This is an optimization exercise on Yosys and OpenROAD, whose aim is small area, not a production implementation. Function was checked by simulation only, so behaviour that the tests miss may differ from the original. The clock port is modelled as an ideal driver; clocking choices that lean on that would not hold on a real chip.

// mac_buff_top
module mac_buff_top (
    input  logic           CLK,
    input  logic           RST_N,
    input  logic           en_mac,
    input  logic [127:0]   operands,
    input  logic           en_block_read,
    output logic           rdy_mac,
    output logic           rdy_block_read,
    output logic           mem_val_valid,
    output logic [33:0]    mem_val_data
);
    logic [33:0] sum_a;
    logic [33:0] sum_b;
    logic [33:0] result_sum;
    logic        shift;
    operand_mult_array u_mult (
        .CLK      (CLK),
        .operands (operands),
        .sum_a    (sum_a),
        .sum_b    (sum_b)
    );
    product_adder_tree u_adder (
        .sum_a      (sum_a),
        .sum_b      (sum_b),
        .result_sum (result_sum)
    );
    result_buffer_ctrl u_ctrl (
        .CLK            (CLK),
        .RST_N          (RST_N),
        .en_mac         (en_mac),
        .en_block_read  (en_block_read),
        .rdy_mac        (rdy_mac),
        .rdy_block_read (rdy_block_read),
        .mem_val_valid  (mem_val_valid),
        .shift          (shift)
    );
    result_ram u_ram (
        .CLK     (CLK),
        .shift   (shift),
        .wr_data (result_sum),
  ...
==> flow/config.mk <==
export PLATFORM = sky130hd
export DESIGN_NAME = mac_buff_top
export DESIGN_NICKNAME = mac_buff_top
export VERILOG_FILES = /design/flow/design.v
export SDC_FILE = /design/flow/constraint.sdc
export NUM_CORES = 4
export LEC_CHECK = 0
export CAP_MARGIN = 20
export CORE_MARGIN = 2
export CORE_UTILIZATION = 60
export SLEW_MARGIN = 20
==> flow/constraint.sdc <==
create_clock -name core_clock -period 6.0 [get_ports {CLK}]
set_input_delay 1.2000 -clock core_clock [delete_from_list [all_inputs] [get_ports {CLK}]]
set_output_delay 1.2000 -clock core_clock [all_outputs]
set_load 0.01 [all_outputs]
standard.sh (not shown) runs the stock make flow with config.mk's settings and CLKGATE_MAP_FILE= SYNTH_SCRIPT=/design/flow/synth_recipe.tcl, a recipe that flattens the netlist after the stock synthesis.
==> flow/flow/run.sh <==
#!/bin/bash
# The standard layout (standard.sh) with these changes:
# - synthesis is synth_recipe.tcl with Yosys's generic abc pass skipped
#   inside synth (-noabc), so that extract_fa sees the adder tree as written;
#   the final liberty abc, flattening and renaming are unchanged
# - input and output ports get the smallest buffer (buf_1) instead of the
#   delay cell buffer_ports picks by default; every port is still buffered
# - a leaner clock tree: clkbuf_16 only, larger sink clusters and no dummy
#   balancing loads
set -euo pipefail
HERE=$(cd "$(dirname "$0")" && pwd)
CTS="-sink_clustering_enable -repair_clock_nets -dont_use_dummy_load"
CTS="$CTS -buf_list sky130_fd_sc_hd__clkbuf_16"
CTS="$CTS -sink_clustering_size 32 -sink_clustering_max_diameter 120"
bash standard.sh "SYNTH_SCRIPT=$HERE/synth_noabc.tcl" "CTS_ARGS=$CTS" \
    "BUFFER_PORTS_ARGS=-buffer_cell sky130_fd_sc_hd__buf_1" finish > standard_make.log 2>&1
==> flow/flow/synth_noabc.tcl <==
proc synth {args} { yosys synth -nofsm -noshare -noabc {*}$args }
source $::env(SCRIPTS_DIR)/synth.tcl
# left out here: clear keep_hierarchy, flatten, clean up, hide names made inside functions, write 1_2_yosys.v
The baseline finished with timing, DRC and antenna clean.
Edit:
--- a/flow/flow/run.sh
+++ b/flow/flow/run.sh
@@ -6,4 +6,7 @@
 # - input and output ports get the smallest buffer (buf_1) instead of the
 #   delay cell buffer_ports picks by default; every port is still buffered
+# - timing-driven global placement keeps its net weighting but not the
+#   resizer's virtual buffering (GPL_KEEP_OVERFLOW=0); later repair steps
+#   still fix every real violation
 # - a leaner clock tree: clkbuf_16 only, larger sink clusters and no dummy
 #   balancing loads
@@ -14,3 +17,3 @@
 CTS="$CTS -sink_clustering_size 32 -sink_clustering_max_diameter 120"
 bash standard.sh "SYNTH_SCRIPT=$HERE/synth_noabc.tcl" "CTS_ARGS=$CTS" \
-    "BUFFER_PORTS_ARGS=-buffer_cell sky130_fd_sc_hd__buf_1" finish > standard_make.log 2>&1
+    "BUFFER_PORTS_ARGS=-buffer_cell sky130_fd_sc_hd__buf_1" GPL_KEEP_OVERFLOW=0 finish > standard_make.log 2>&1
Cell count decreases by 2.4%. Non-clock buffer count decreases by 172. Area after synthesis is unchanged. Setup slack is worse by 140 ps. Flip-flop and latch count stays the same. First-iteration DRC count decreases by 1.7%. Clock skew decreases by 19 ps.


Another version of the RTL of mac_buff_top (not shown whole).
Size: roughly 5500 cells after synthesis, roughly 2400 flip-flops.
==> flow/config.mk <==
export PLATFORM = sky130hd
export DESIGN_NAME = mac_buff_top
export DESIGN_NICKNAME = mac_buff_top
export VERILOG_FILES = /design/flow/design.v
export SDC_FILE = /design/flow/constraint.sdc
export NUM_CORES = 4
export LEC_CHECK = 0
export CAP_MARGIN = 20
export CORE_MARGIN = 2
export CORE_UTILIZATION = 40
export SLEW_MARGIN = 20
==> flow/constraint.sdc <==
create_clock -name core_clock -period 6.0 [get_ports {CLK}]
set_input_delay 1.2000 -clock core_clock [delete_from_list [all_inputs] [get_ports {CLK}]]
set_output_delay 1.2000 -clock core_clock [all_outputs]
set_load 0.01 [all_outputs]
run.sh (not shown) runs the stock make flow with config.mk's settings and CLKGATE_MAP_FILE= SYNTH_SCRIPT=/design/flow/synth_recipe.tcl, a recipe that flattens the netlist after the stock synthesis.
Stock flow here: none of the scripts above is used.
Rerun with:
==> flow/flow/run.sh (new file) <==
#!/bin/bash
set -euo pipefail
CTS="-sink_clustering_enable -repair_clock_nets -dont_use_dummy_load"
CTS="$CTS -buf_list sky130_fd_sc_hd__clkbuf_16"
CTS="$CTS -sink_clustering_size 26 -sink_clustering_max_diameter 120"
bash standard.sh "CTS_ARGS=$CTS" finish > standard_make.log 2>&1
==> flow/standard.sh (new file) <==
#!/bin/bash
# synth_recipe.tcl (not shown) runs the flow's synth.tcl, then flattens the netlist and writes it again
# the make line also repeats each setting of config.mk as NAME=value (left out here)
make -C /OpenROAD-flow-scripts/flow DESIGN_CONFIG=/design/flow/config.mk WORK_HOME=/design/flow/orfs CLKGATE_MAP_FILE= SYNTH_SCRIPT=/design/flow/synth_recipe.tcl "${@:-finish}"
removed: flow/run.sh
What happened:
- The new run ran to the end with no violations
- area after synthesis stays the same
- routed wire length is lower by 1.9%
- setup slack got worse by 96 ps
Rerun with:
--- a/flow/config.mk
+++ b/flow/config.mk
@@ -10,0 +11 @@
+export GPL_TIMING_DRIVEN = 0
The changed run ran to the end with no violations.
Global-route usage rose by 2.6 points.
Hold slack got worse by 49 ps.
Routed wire length increases by about a fifth.
Rerun with:
--- a/flow/flow/run.sh
+++ b/flow/flow/run.sh
@@ -1,0 +2,6 @@
+# The standard layout (standard.sh) with two changes:
+# - synthesis is synth_recipe.tcl with Yosys's generic abc pass skipped
+#   inside synth (-noabc), so that extract_fa sees the adder tree as written;
+#   the final liberty abc, flattening and renaming are unchanged
+# - a leaner clock tree: clkbuf_16 only, larger sink clusters and no dummy
+#   balancing loads
@@ -2,0 +9 @@
+HERE=$(cd "$(dirname "$0")" && pwd)
@@ -6 +13 @@
-bash standard.sh "CTS_ARGS=$CTS" finish > standard_make.log 2>&1
+bash standard.sh "SYNTH_SCRIPT=$HERE/synth_noabc.tcl" "CTS_ARGS=$CTS" finish > standard_make.log 2>&1
==> flow/flow/synth_noabc.tcl (new file) <==
proc synth {args} { yosys synth -nofsm -noshare -noabc {*}$args }
source $::env(SCRIPTS_DIR)/synth.tcl
# left out here: clear keep_hierarchy, flatten, clean up, hide names made inside functions, write 1_2_yosys.v
--- a/flow/config.mk
+++ b/flow/config.mk
@@ -10,2 +10 @@
-export CORE_UTILIZATION = 40
-export GPL_TIMING_DRIVEN = 0
+export CORE_UTILIZATION = 60
Outcome: Worst hold slack improved by 58 ps; cell area falls by 3.9%; critical path depth falls by 5; clock-buffer cell count falls by 1; global-route usage rises by 4.1 points.


old:
mac_buff_top, a different RTL version from the one above (not shown whole).
Size in the first run: about 5100 cells after synthesis, about 2400 flip-flops.
Settings: LEC_CHECK=0, CAP_MARGIN=20, CORE_MARGIN=2, CORE_UTILIZATION=60, SLEW_MARGIN=20; clock period 6.0 ns.
standard.sh (not shown) runs the stock make flow with config.mk's settings and CLKGATE_MAP_FILE= SYNTH_SCRIPT=/design/flow/synth_recipe.tcl, a recipe that flattens the netlist after the stock synthesis.
==> flow/flow/run.sh <==
#!/bin/bash
# The standard layout (standard.sh) with these changes:
# - synthesis is synth_recipe.tcl with Yosys's generic abc pass skipped
#   inside synth (-noabc), so that extract_fa sees the adder tree as written;
#   the final liberty abc, flattening and renaming are unchanged
# - input and output ports get the smallest buffer (buf_1) instead of the
#   delay cell buffer_ports picks by default; every port is still buffered
# - a leaner clock tree: clkbuf_16 only, larger sink clusters and no dummy
#   balancing loads
set -euo pipefail
HERE=$(cd "$(dirname "$0")" && pwd)
CTS="-sink_clustering_enable -repair_clock_nets -dont_use_dummy_load"
CTS="$CTS -buf_list sky130_fd_sc_hd__clkbuf_16"
CTS="$CTS -sink_clustering_size 26 -sink_clustering_max_diameter 120"
bash standard.sh "SYNTH_SCRIPT=$HERE/synth_noabc.tcl" "CTS_ARGS=$CTS" \
    "BUFFER_PORTS_ARGS=-buffer_cell sky130_fd_sc_hd__buf_1" finish > standard_make.log 2>&1
==> flow/flow/synth_noabc.tcl <==
proc synth {args} { yosys synth -nofsm -noshare -noabc {*}$args }
source $::env(SCRIPTS_DIR)/synth.tcl
# left out here: clear keep_hierarchy, flatten, clean up, hide names made inside functions, write 1_2_yosys.v
The inputs of new differ from those of old as listed below.
==> flow/flow/run.sh <==
#!/bin/bash
# The standard layout (standard.sh) with two changes:
# - synthesis is synth_recipe.tcl with Yosys's generic abc pass skipped
#   inside synth (-noabc), so that extract_fa sees the adder tree as written;
#   the final liberty abc, flattening and renaming are unchanged
# - a leaner clock tree: clkbuf_16 only, larger sink clusters and no dummy
#   balancing loads
set -euo pipefail
HERE=$(cd "$(dirname "$0")" && pwd)
CTS="-sink_clustering_enable -repair_clock_nets -dont_use_dummy_load"
CTS="$CTS -buf_list sky130_fd_sc_hd__clkbuf_16"
CTS="$CTS -sink_clustering_size 26 -sink_clustering_max_diameter 120"
bash standard.sh "SYNTH_SCRIPT=$HERE/synth_noabc.tcl" "CTS_ARGS=$CTS" finish > standard_make.log 2>&1
Findings:
new finished every step from synthesis to the final layout, and the layout passed the timing, design-rule and antenna checks.
In the flow results for old and new, the via count is smaller on old.
Hold slack essentially unchanged between new and old.

## re-timing with driven ports
In the flow no input, the clock included, has a driving cell. The finished layouts below were timed again as built, in two steps.
Step 1 sets driving cells, clkbuf_16 on the clock port and buf_2 on the other inputs (assumed; they add their load-dependent delay and slew).
Step 2 adds t to the input delays and takes it off the output delays; t is the mean of the earliest and latest rising clock arrival at the registers after step 1. Input paths then give back, and output paths get back, about the clock's delay inside the block.
Three values: ideal ports, drivers, drivers and shift; two values: the first two.
| run | t (ns) | setup slack, ns | worst setup path at the end | latest minus earliest clock arrival (ns) | pins driven straight from the clock port |
|---|---|---|---|---|---|
| the first run of note 1 | 0.786 | 0.272 / 0.272 / 0.272 | register to register | 0.125 / 0.125 | 1 |
| the second run of note 1 | 0.796 | 0.136 / 0.136 / 0.136 | register to register | 0.121 / 0.121 | 1 |
| the first run of note 2 | 0.940 | 0.270 / 0.270 / 0.270 | register to register | 0.093 / 0.093 | 1 |
| the second run of note 2 | 0.815 | 0.173 / 0.173 / 0.173 | register to register | 0.142 / 0.143 | 1 |
| the third run of note 2 | 0.815 | 0.095 / 0.095 / 0.095 | register to register | 0.139 / 0.140 | 1 |
| the fourth run of note 2 | 0.801 | 0.282 / 0.282 / 0.282 | register to register | 0.106 / 0.106 | 1 |
| old | 0.797 | 0.100 / 0.100 / 0.100 | register to register | 0.124 / 0.123 | 1 |
| new | 0.804 | 0.233 / 0.233 / 0.233 | register to register | 0.087 / 0.088 | 1 |
After both steps setup and hold are still met in every run listed.
